Background: an optimization exercise with open tools, aiming at small area. Do not read the settings as production practice. Only simulation tests tie the RTL to the original design; equivalence was not proved. Power figures rest on the tool's default switching activity, not on a simulated workload.

## flow/constraint.sdc

```tcl
create_clock -name core_clock -period 14.0 [get_ports {CLK}]
set_input_delay 2.8000 -clock core_clock [delete_from_list [all_inputs] [get_ports {CLK}]]
set_output_delay 2.8000 -clock core_clock [all_outputs]
set_load 0.01 [all_outputs]
```

## flow/run.sh

```bash
#!/bin/bash
# synth_recipe.tcl (not shown) runs the flow's synth.tcl, then flattens the netlist and writes it again
# the make line also repeats each setting of config.mk as NAME=value (left out here)
make -C /OpenROAD-flow-scripts/flow DESIGN_CONFIG=/design/flow/config.mk WORK_HOME=/design/flow/orfs CLKGATE_MAP_FILE= SYNTH_SCRIPT=/design/flow/synth_recipe.tcl finish
```

## flow/config.mk

```make
export PLATFORM = sky130hd
export DESIGN_NAME = branch_predictor
export DESIGN_NICKNAME = branch_predictor
export VERILOG_FILES = /design/flow/design.v
export SDC_FILE = /design/flow/constraint.sdc
export NUM_CORES = 4
export LEC_CHECK = 0
export CAP_MARGIN = 20
export CORE_MARGIN = 2
export CORE_UTILIZATION = 40
export SLEW_MARGIN = 20
```

## flow/design.v

```verilog
`default_nettype none
package bp_pkg;
	localparam int PC_W = 11;
	localparam int SET_W = 4;
	localparam int TAG_W = 6;
	localparam int WAYS = 4;
	localparam int SETS = 16;
	localparam int WAY_W = 2;
	localparam int CTR_W = 2;
	localparam logic [CTR_W-1:0] CTR_BRANCH_INIT = 2'd1;
	localparam logic [CTR_W-1:0] CTR_JUMP_INIT = 2'd3;
	localparam int BT_BEQ = 5;
	localparam int BT_BNE = 4;
	localparam int BT_BLT = 3;
	localparam int BT_BGE = 2;
	localparam int BT_BLTU = 1;
	localparam int BT_BGEU = 0;
	localparam int CBT_BEQZ = 1;
	localparam int CBT_BNEZ = 0;
	typedef struct packed {
		logic valid;
		logic [TAG_W-1:0] tag;
		logic [PC_W-1:0] target;
		logic [CTR_W-1:0] ctr;
	} bht_entry_t;
	localparam int ENTRY_W = 1 + TAG_W + PC_W + CTR_W;
	localparam int E_VALID = ENTRY_W - 1;
	localparam int E_TAG_LO = PC_W + CTR_W;
	localparam int E_TARGET_LO = CTR_W;
	localparam int E_CTR_LO = 0;
	typedef logic [WAYS*ENTRY_W-1:0] bht_set_t;
	typedef struct packed {
		logic prediction;
		logic [PC_W-1:0] pbt;
	} bp_fetch_t;
	typedef struct packed {
		logic [PC_W-1:0] pc;
		logic [PC_W-1:0] target;
		logic is_jump;
		logic is_btype;
	} bp_decode_t;
	typedef struct packed {
		logic [PC_W-1:0] pc;
		logic z;
		logic less;
		logic [5:0] btype;
		logic [1:0] c_btype;
	} bp_exe_t;
	typedef struct packed {
		logic we;
		logic [SET_W-1:0] set;
		bht_entry_t entry;
	} bht_alloc_t;
	typedef struct packed {
		logic we;
		logic [SET_W-1:0] set;
		logic [WAY_W-1:0] way;
		logic [CTR_W-1:0] ctr;
	} bht_update_t;
	typedef enum logic [1:0] {
		NONE = 2'd0,
		CNI = 2'd2,
		PBT = 2'd3
	} bp_correction_e;
	function automatic logic [SET_W-1:0] pc_set(input logic [PC_W-1:0] pc);
		pc_set = pc[SET_W-1:0];
	endfunction
	function automatic logic [TAG_W-1:0] pc_tag(input logic [PC_W-1:0] pc);
		pc_tag = pc[SET_W+TAG_W-1:SET_W];
	endfunction
endpackage
`default_nettype wire
`timescale 1ns/1ns
`default_nettype none
module bht_way_match (
	input bp_pkg::bht_set_t set_entries,
	input logic [bp_pkg::TAG_W-1:0] tag,
	output logic hit,
	output logic [bp_pkg::WAY_W-1:0] way,
	output bp_pkg::bht_entry_t entry
);
	logic [bp_pkg::WAYS-1:0] match;
	always_comb begin
		for (int i = 0; i < bp_pkg::WAYS; i++) begin
			match[i] = set_entries[i*bp_pkg::ENTRY_W + bp_pkg::E_VALID] &&
				(set_entries[i*bp_pkg::ENTRY_W + bp_pkg::E_TAG_LO +: bp_pkg::TAG_W] == tag);
		end
	end
	always_comb begin
		hit = $onehot(match);
		way = '0;
		entry = '0;
		for (int i = 0; i < bp_pkg::WAYS; i++) begin
			if (hit && match[i]) begin
				way = i[bp_pkg::WAY_W-1:0];
				entry = set_entries[i*bp_pkg::ENTRY_W +: bp_pkg::ENTRY_W];
			end
		end
	end
endmodule
`default_nettype wire
`timescale 1ns/1ns
`default_nettype none
module bht_table (
	input logic CLK,
	input logic nrst,
	input logic en,
	input logic [bp_pkg::SET_W-1:0] if_set,
	input logic [bp_pkg::SET_W-1:0] id_set,
	input logic [bp_pkg::SET_W-1:0] exe_set,
	output bp_pkg::bht_set_t if_ways,
	output bp_pkg::bht_set_t id_ways,
	output bp_pkg::bht_set_t exe_ways,
	input bp_pkg::bht_alloc_t alloc,
	input bp_pkg::bht_update_t upd
);
	bp_pkg::bht_set_t mem [bp_pkg::SETS];
	logic [bp_pkg::WAY_W-1:0] fifo_ptr [bp_pkg::SETS];
	logic alloc_wr;
	logic upd_wr;
	logic [bp_pkg::WAY_W-1:0] alloc_way;
	assign if_ways = mem[if_set];
	assign id_ways = mem[id_set];
	assign exe_ways = mem[exe_set];
	assign alloc_wr = en && alloc.we;
	assign upd_wr = en && upd.we && !alloc.we;
	assign alloc_way = fifo_ptr[alloc.set];
	always_ff @(posedge CLK) begin
		if (!nrst) begin
			for (int s = 0; s < bp_pkg::SETS; s++) begin
				mem[s] <= '0;
				fifo_ptr[s] <= '0;
			end
		end else begin
			if (alloc_wr) begin
				mem[alloc.set][alloc_way*bp_pkg::ENTRY_W +: bp_pkg::ENTRY_W] <= alloc.entry;
				fifo_ptr[alloc.set] <= alloc_way + 1'b1;
			end else if (upd_wr) begin
				mem[upd.set][upd.way*bp_pkg::ENTRY_W + bp_pkg::E_CTR_LO +: bp_pkg::CTR_W] <= upd.ctr;
			end
		end
	end
endmodule
`default_nettype wire
`timescale 1ns/1ns
`default_nettype none
module bp_decode_stage (
	input bp_pkg::bp_decode_t id_in,
	input bp_pkg::bht_set_t id_ways,
	output logic [bp_pkg::SET_W-1:0] id_set,
	output bp_pkg::bht_alloc_t alloc,
	output logic jump_alloc,
	output logic id_jump_in_bht
);
	logic [bp_pkg::TAG_W-1:0] id_tag;
	logic id_hit;
	logic is_ctrl;
	assign id_set = bp_pkg::pc_set(id_in.pc);
	assign id_tag = bp_pkg::pc_tag(id_in.pc);
	bht_way_match u_id_match (
		.set_entries(id_ways),
		.tag(id_tag),
		.hit(id_hit),
		.way(),
		.entry()
	);
	assign is_ctrl = id_in.is_jump || id_in.is_btype;
	always_comb begin
		alloc.we = is_ctrl && !id_hit;
		alloc.set = id_set;
		alloc.entry.valid = 1'b1;
		alloc.entry.tag = id_tag;
		alloc.entry.target = id_in.target;
		alloc.entry.ctr = id_in.is_jump ? bp_pkg::CTR_JUMP_INIT : bp_pkg::CTR_BRANCH_INIT;
	end
	assign jump_alloc = id_in.is_jump && !id_hit;
	assign id_jump_in_bht = id_in.is_jump && id_hit;
endmodule
`default_nettype wire
`timescale 1ns/1ns
`default_nettype none
module bp_resolve_stage (
	input bp_pkg::bp_exe_t exe_in,
	input bp_pkg::bht_set_t exe_ways,
	output logic [bp_pkg::SET_W-1:0] exe_set,
	output bp_pkg::bht_update_t upd,
	output logic mispredict,
	output bp_pkg::bp_correction_e exe_correction,
	output logic [bp_pkg::PC_W-1:0] exe_pbt,
	output logic [bp_pkg::PC_W-1:0] exe_cni
);
	logic [bp_pkg::TAG_W-1:0] exe_tag;
	logic exe_hit;
	logic [bp_pkg::WAY_W-1:0] exe_way;
	bp_pkg::bht_entry_t exe_entry;
	logic taken;
	logic is_branch;
	logic pred;
	logic [bp_pkg::CTR_W-1:0] next_ctr;
	assign exe_set = bp_pkg::pc_set(exe_in.pc);
	assign exe_tag = bp_pkg::pc_tag(exe_in.pc);
	bht_way_match u_exe_match (
		.set_entries(exe_ways),
		.tag(exe_tag),
		.hit(exe_hit),
		.way(exe_way),
		.entry(exe_entry)
	);
	assign taken =
		(exe_in.btype[bp_pkg::BT_BEQ] && exe_in.z) ||
		(exe_in.btype[bp_pkg::BT_BNE] && !exe_in.z) ||
		(exe_in.btype[bp_pkg::BT_BLT] && exe_in.less) ||
		(exe_in.btype[bp_pkg::BT_BGE] && !exe_in.less) ||
		(exe_in.btype[bp_pkg::BT_BLTU] && exe_in.less) ||
		(exe_in.btype[bp_pkg::BT_BGEU] && !exe_in.less) ||
		(exe_in.c_btype[bp_pkg::CBT_BEQZ] && exe_in.z) ||
		(exe_in.c_btype[bp_pkg::CBT_BNEZ] && !exe_in.z);
	assign is_branch = (|exe_in.btype) || (|exe_in.c_btype);
	assign pred = exe_hit && exe_entry.ctr[bp_pkg::CTR_W-1];
	always_comb begin
		next_ctr = exe_entry.ctr;
		if (taken && (exe_entry.ctr != {bp_pkg::CTR_W{1'b1}}))
			next_ctr = exe_entry.ctr + 1'b1;
		else if (!taken && (exe_entry.ctr != '0))
			next_ctr = exe_entry.ctr - 1'b1;
	end
	always_comb begin
		upd.we = is_branch && exe_hit;
		upd.set = exe_set;
		upd.way = exe_way;
		upd.ctr = next_ctr;
	end
	assign mispredict = is_branch && (pred != taken);
	always_comb begin
		exe_correction = bp_pkg::NONE;
		if (mispredict)
			exe_correction = taken ? bp_pkg::PBT : bp_pkg::CNI;
	end
	assign exe_pbt = exe_entry.target;
	assign exe_cni = exe_in.pc + 1'b1;
endmodule
`default_nettype wire
`timescale 1ns/1ns
`default_nettype none
module bp_flush_ctrl (
	input logic CLK,
	input logic nrst,
	input logic en,
	input logic mispredict,
	input logic jump_alloc,
	output logic flush
);
	logic flush_pend;
	always_ff @(posedge CLK) begin
		if (!nrst) begin
			flush_pend <= 1'b0;
		end else if (en) begin
			if (flush_pend)
				flush_pend <= 1'b0;
			else
				flush_pend <= mispredict || jump_alloc;
		end
	end
	assign flush = flush_pend || mispredict;
endmodule
`default_nettype wire
`timescale 1ns/1ns
`default_nettype none
module branch_predictor (
	input logic CLK,
	input logic nrst,
	input logic en,
	input logic [bp_pkg::PC_W-1:0] if_pc,
	input logic [2*bp_pkg::PC_W+1:0] id_in,
	input logic [bp_pkg::PC_W+9:0] exe_in,
	output logic [bp_pkg::PC_W:0] if_out,
	output logic [1:0] exe_correction,
	output logic [bp_pkg::PC_W-1:0] exe_pbt,
	output logic [bp_pkg::PC_W-1:0] exe_cni,
	output logic flush,
	output logic id_jump_in_bht
);
	bp_pkg::bp_decode_t id_d;
	bp_pkg::bp_exe_t exe_d;
	bp_pkg::bp_fetch_t if_f;
	bp_pkg::bp_correction_e exe_corr;
	assign id_d = id_in;
	assign exe_d = exe_in;
	assign if_out = if_f;
	assign exe_correction = exe_corr;
	logic [bp_pkg::SET_W-1:0] if_set;
	logic [bp_pkg::SET_W-1:0] id_set;
	logic [bp_pkg::SET_W-1:0] exe_set;
	bp_pkg::bht_set_t if_ways;
	bp_pkg::bht_set_t id_ways;
	bp_pkg::bht_set_t exe_ways;
	bp_pkg::bht_entry_t if_entry;
	bp_pkg::bht_alloc_t alloc;
	bp_pkg::bht_update_t upd;
	logic mispredict;
	logic jump_alloc;
	bht_table u_bht_table (
		.CLK(CLK),
		.nrst(nrst),
		.en(en),
		.if_set(if_set),
		.id_set(id_set),
		.exe_set(exe_set),
		.if_ways(if_ways),
		.id_ways(id_ways),
		.exe_ways(exe_ways),
		.alloc(alloc),
		.upd(upd)
	);
	assign if_set = bp_pkg::pc_set(if_pc);
	bht_way_match u_if_match (
		.set_entries(if_ways),
		.tag(bp_pkg::pc_tag(if_pc)),
		.hit(),
		.way(),
		.entry(if_entry)
	);
	assign if_f.prediction = if_entry.ctr[bp_pkg::CTR_W-1];
	assign if_f.pbt = if_entry.target;
	bp_decode_stage u_decode (
		.id_in(id_d),
		.id_ways(id_ways),
		.id_set(id_set),
		.alloc(alloc),
		.jump_alloc(jump_alloc),
		.id_jump_in_bht(id_jump_in_bht)
	);
	bp_resolve_stage u_resolve (
		.exe_in(exe_d),
		.exe_ways(exe_ways),
		.exe_set(exe_set),
		.upd(upd),
		.mispredict(mispredict),
		.exe_correction(exe_corr),
		.exe_pbt(exe_pbt),
		.exe_cni(exe_cni)
	);
	bp_flush_ctrl u_flush (
		.CLK(CLK),
		.nrst(nrst),
		.en(en),
		.mispredict(mispredict),
		.jump_alloc(jump_alloc),
		.flush(flush)
	);
endmodule
`default_nettype wire
```

==> run summary <==
[flip-flops by register name (all words and copies together) (netlist names)]
signal / count
u_bht_table.fifo_ptr: 32
u_bht_table.mem: 1280
u_flush.flush_pend: 1
[Yosys cell counts (all sizes together) (11+ instances only)]
library cell / n
inv: 84
nand2: 494
xor2: 31
nor3: 77
clkbuf: 330
buf: 186
nand3: 26
and2: 409
o21ai: 144
ha: 17
a22oi: 32
xnor2: 51
nand4: 13
nor2b: 18
mux2i: 138
a21oi: 28
edfxtp: 1312
or3: 20
a21o: 11
nor2: 858
mux4: 858
a221oi: 17
o22ai: 13
[area by class of cell]
class                      count  area [um2]  area share
tap                         2480        3103     0.03743
sequential                  1313       39420      0.4755
inverter                      85       324.1    0.003909
clock buffer                 177        3855     0.04651
clock inverter                84       837.1     0.01010
timing repair buffer         306        2641     0.03186
multi-input combinational   3362       32690      0.3943
antenna                       11       27.53   0.0003321
[path summary, 6_finish.rpt]
kind | start | end | slack (ns) | cells past startpoint
setup / recovery | exe_in[10] | exe_pbt[7] | 0.79 | 18
hold / removal | u_flush.flush_pend$_SDFFE_PN0P_ | u_flush.flush_pend$_SDFFE_PN0P_ | 0.49 | 2
setup reg to reg | u_bht_table.mem[12][34]$_SDFFCE_PN0P_ | u_bht_table.mem[8][8]$_SDFFCE_PN0P_ | 5.51 | 18
hold reg to reg | u_flush.flush_pend$_SDFFE_PN0P_ | u_flush.flush_pend$_SDFFE_PN0P_ | 0.49 | 2
[power breakdown]
part / internal, uW / switching, uW / total [uW] / leakage, uW
logic: 491 / 794 / 1280 / 0.0130
clock network: 2180 / 1700 / 3880 / 0.00230
registers: 4460 / 79.9 / 4540 / 0.0136
[kinds of logic (layout without fill, tap and decap cells)]
kind of cell,count (synthesis),after routing
AO/OA/AOI/OAI,301,301
XOR/XNOR,82,82
adder cells (fa/ha/maj),20,20
buffers and inverters,601,652
flip-flops,1313,1313
multiplexers,1005,1005
other,0,11
AND/OR/NAND/NOR,1954,1954
[metal layers]
metal  vias to the layer above  track usage  routed length [um]
li1                      20110            -                   -
met1                     26610       0.3721               97790
met2                      3730       0.4239              121100
met3                       708      0.07555               34800
met4                         8       0.1613               18130
met5                         -            0                  45
[worst max-delay path: cells and delay by family]
kind	cells	cell delay, ns
multiplexers	3	0.84
AND/OR/NAND/NOR	4	1.62
buffers and inverters	3	1.66
AO/OA/AOI/OAI	5	2.40
adder cells (fa/ha/maj)	3	0.92
[stage by stage]
step                      cell area [um2]  hold slack, ns  total power (uW)  setup WS, ns  utilization
after global routing                82860          0.5303              9906        0.7506       0.4469
final                               82890          0.4914              9699        0.7884       0.4470
after CTS                           82850          0.4948              9685         1.165       0.4468
after global placement              78150          0.4912              5851         1.223       0.4215
after floorplan                     74710          0.4549              5384         3.796            -
after detailed placement            78150          0.4806              5868         1.188       0.4215
==> flow_summary.ini <==
[status]
status = no timing/DRC/antenna violations

[global_routing]
grt_pass1_wl_um = 379000
antenna_found_initial = 16
grt-ovfl-total = 0
track_usage = 0.2827
grt_max_degree = 85
grt_pass1_vias = 50130

[logic_synthesis]
ys_types = 86
ys_top_cells_by_area = edfxtp_1, mux4_2, nor2_1
synth_edf_count = 1312
synth-adder-area-share = 0.003651
netlist_area_um2 = 74710
synth_compound_area_frac = 0.02656
synth_xor_area_frac = 0.009714
ys.flop_type = edfxtp_1
syn-num-nets = 5355
yosysTopAreaCell = edfxtp_1
yosysSeqAreaShare = 0.5276
syn_inst = 5276
synthMuxAreaShare = 0.2790
synthSimpleGateAreaFrac = 0.1181
ys_ff_latch = 1313
synth_top_family_by_area = multiplexers
ys_warn_count = 6
avgSynthCellArea_um2 = 14.16
synth_top_area_share = 0.5274
async_flop_share = 0

[final_layout]
nets = 5295
fillers = 16550
drive_gt1_frac = 0.2514
stdcell_count = 7818
area_growth_pct = 10.95
layout_commonest_cell = edfxtp_1
layout_common_cells = edfxtp_1, mux4_2, nor2_1

[routing]
wirelength_um = 271900
vias = 51170
viasPerCell = 6.545
dr.pass1.iters = 7
final_antenna_net_count = 0
drt_iter0_drc = 8427
remaining_drc_errors = 0
wl_per_cell_um = 34.78

[worst_setup_path]
cp_slowest_cell = o22ai_1
critPathLaunchType = input pin
critPathRequiredTime_ns = 11.20
cp-end-kind = output pin
crit_chain = buf_8 -> buf_4 -> mux2i_1 -> a22o_1 -> a221oi_1 -> mux2i_1 -> a2111oi_4 -> and3_2 -> fa_1 -> ha_1 -> ha_1 -> nor2_1 -> and2_1 -> nand4_1 -> o22ai_1 -> mux2i_1 -> o21ai_0 -> clkdlybuf4s50_1
crit_fanout = 61
critical_path_class = in2out
slowest_delay_ns = 0.73
cp_common_cell = mux2i_1
arrival_ns = 10.41

[timing]
period_needed_ns = 13.21
hold_viol = 0
setup_viol = 0
rsz0062_at_grt = false
max-slew-margin-rel = 0.1730
tns_ns = 0
period_share = 0.9437
skew_ns = 0.05131
drv_slew = 0
timing.fmax_ghz = 0.07569
tightest_slew_ns = 1.237

[placement]
gp_congestion = 0.9628
dpl.hpwl_um = 176400
dp_cells = 7545
io_buffers = 94

[floorplan]
rows = 158
die_w_um = 436.2
fp.dieArea_um2 = 190200
start_util = 0.4029
coreArea_um2 = 185400
die_y_um = 436.2
pin_count = 97

[clock_tree]
cts_setup_buffers = 0
h-tree-depth = 4
cts.repair.resized = 0
cts_hold_buf = 0
root_buffer = clkbuf_16
clk_path_buf_depth = 3
numCtsBuffers = 148
clkTransAtPathRegs_ns = 0.06
cts_sinks = 1313
worstSkewPairLatency_ns = 0.84
cts_tree = built

[flow_run]
cap_viol_max_count = 0

[power]
power.density_nw_per_um2 = 117.0
ir_worst_vdd_uv = 93.19
power.leakage_uw = 0.02885

[worst_hold_path]
min_path_type = reg2reg

-- separate check: timing with driven ports --
How much do the figures lean on ideal ports? The routed layout below was timed once more, with nothing changed but the port constraints. Step 1 (the two cells are an assumption about what drives the block):
set clk [get_ports {CLK}]
set_driving_cell -lib_cell sky130_fd_sc_hd__clkbuf_16 $clk
set_driving_cell -lib_cell sky130_fd_sc_hd__buf_2 [delete_from_list [all_inputs] $clk]
Step 2 also shifts input and output timing later by t, the mid clock arrival at the registers, as if the neighbouring blocks saw the same clock. Slacks: no drivers / after step 1 / after step 2; pairs: no drivers / after step 1.
shift t [ns]: 0.892
slack for setup (ns): 0.788 / 0.741 / 0.741
worst setup path after step 2: input to output
pins driven straight from the clock port: 1
After both steps setup and hold are still met in this run. The setup slack of this run moves by -0.047 ns with the drivers and by -0.047 ns with both steps.
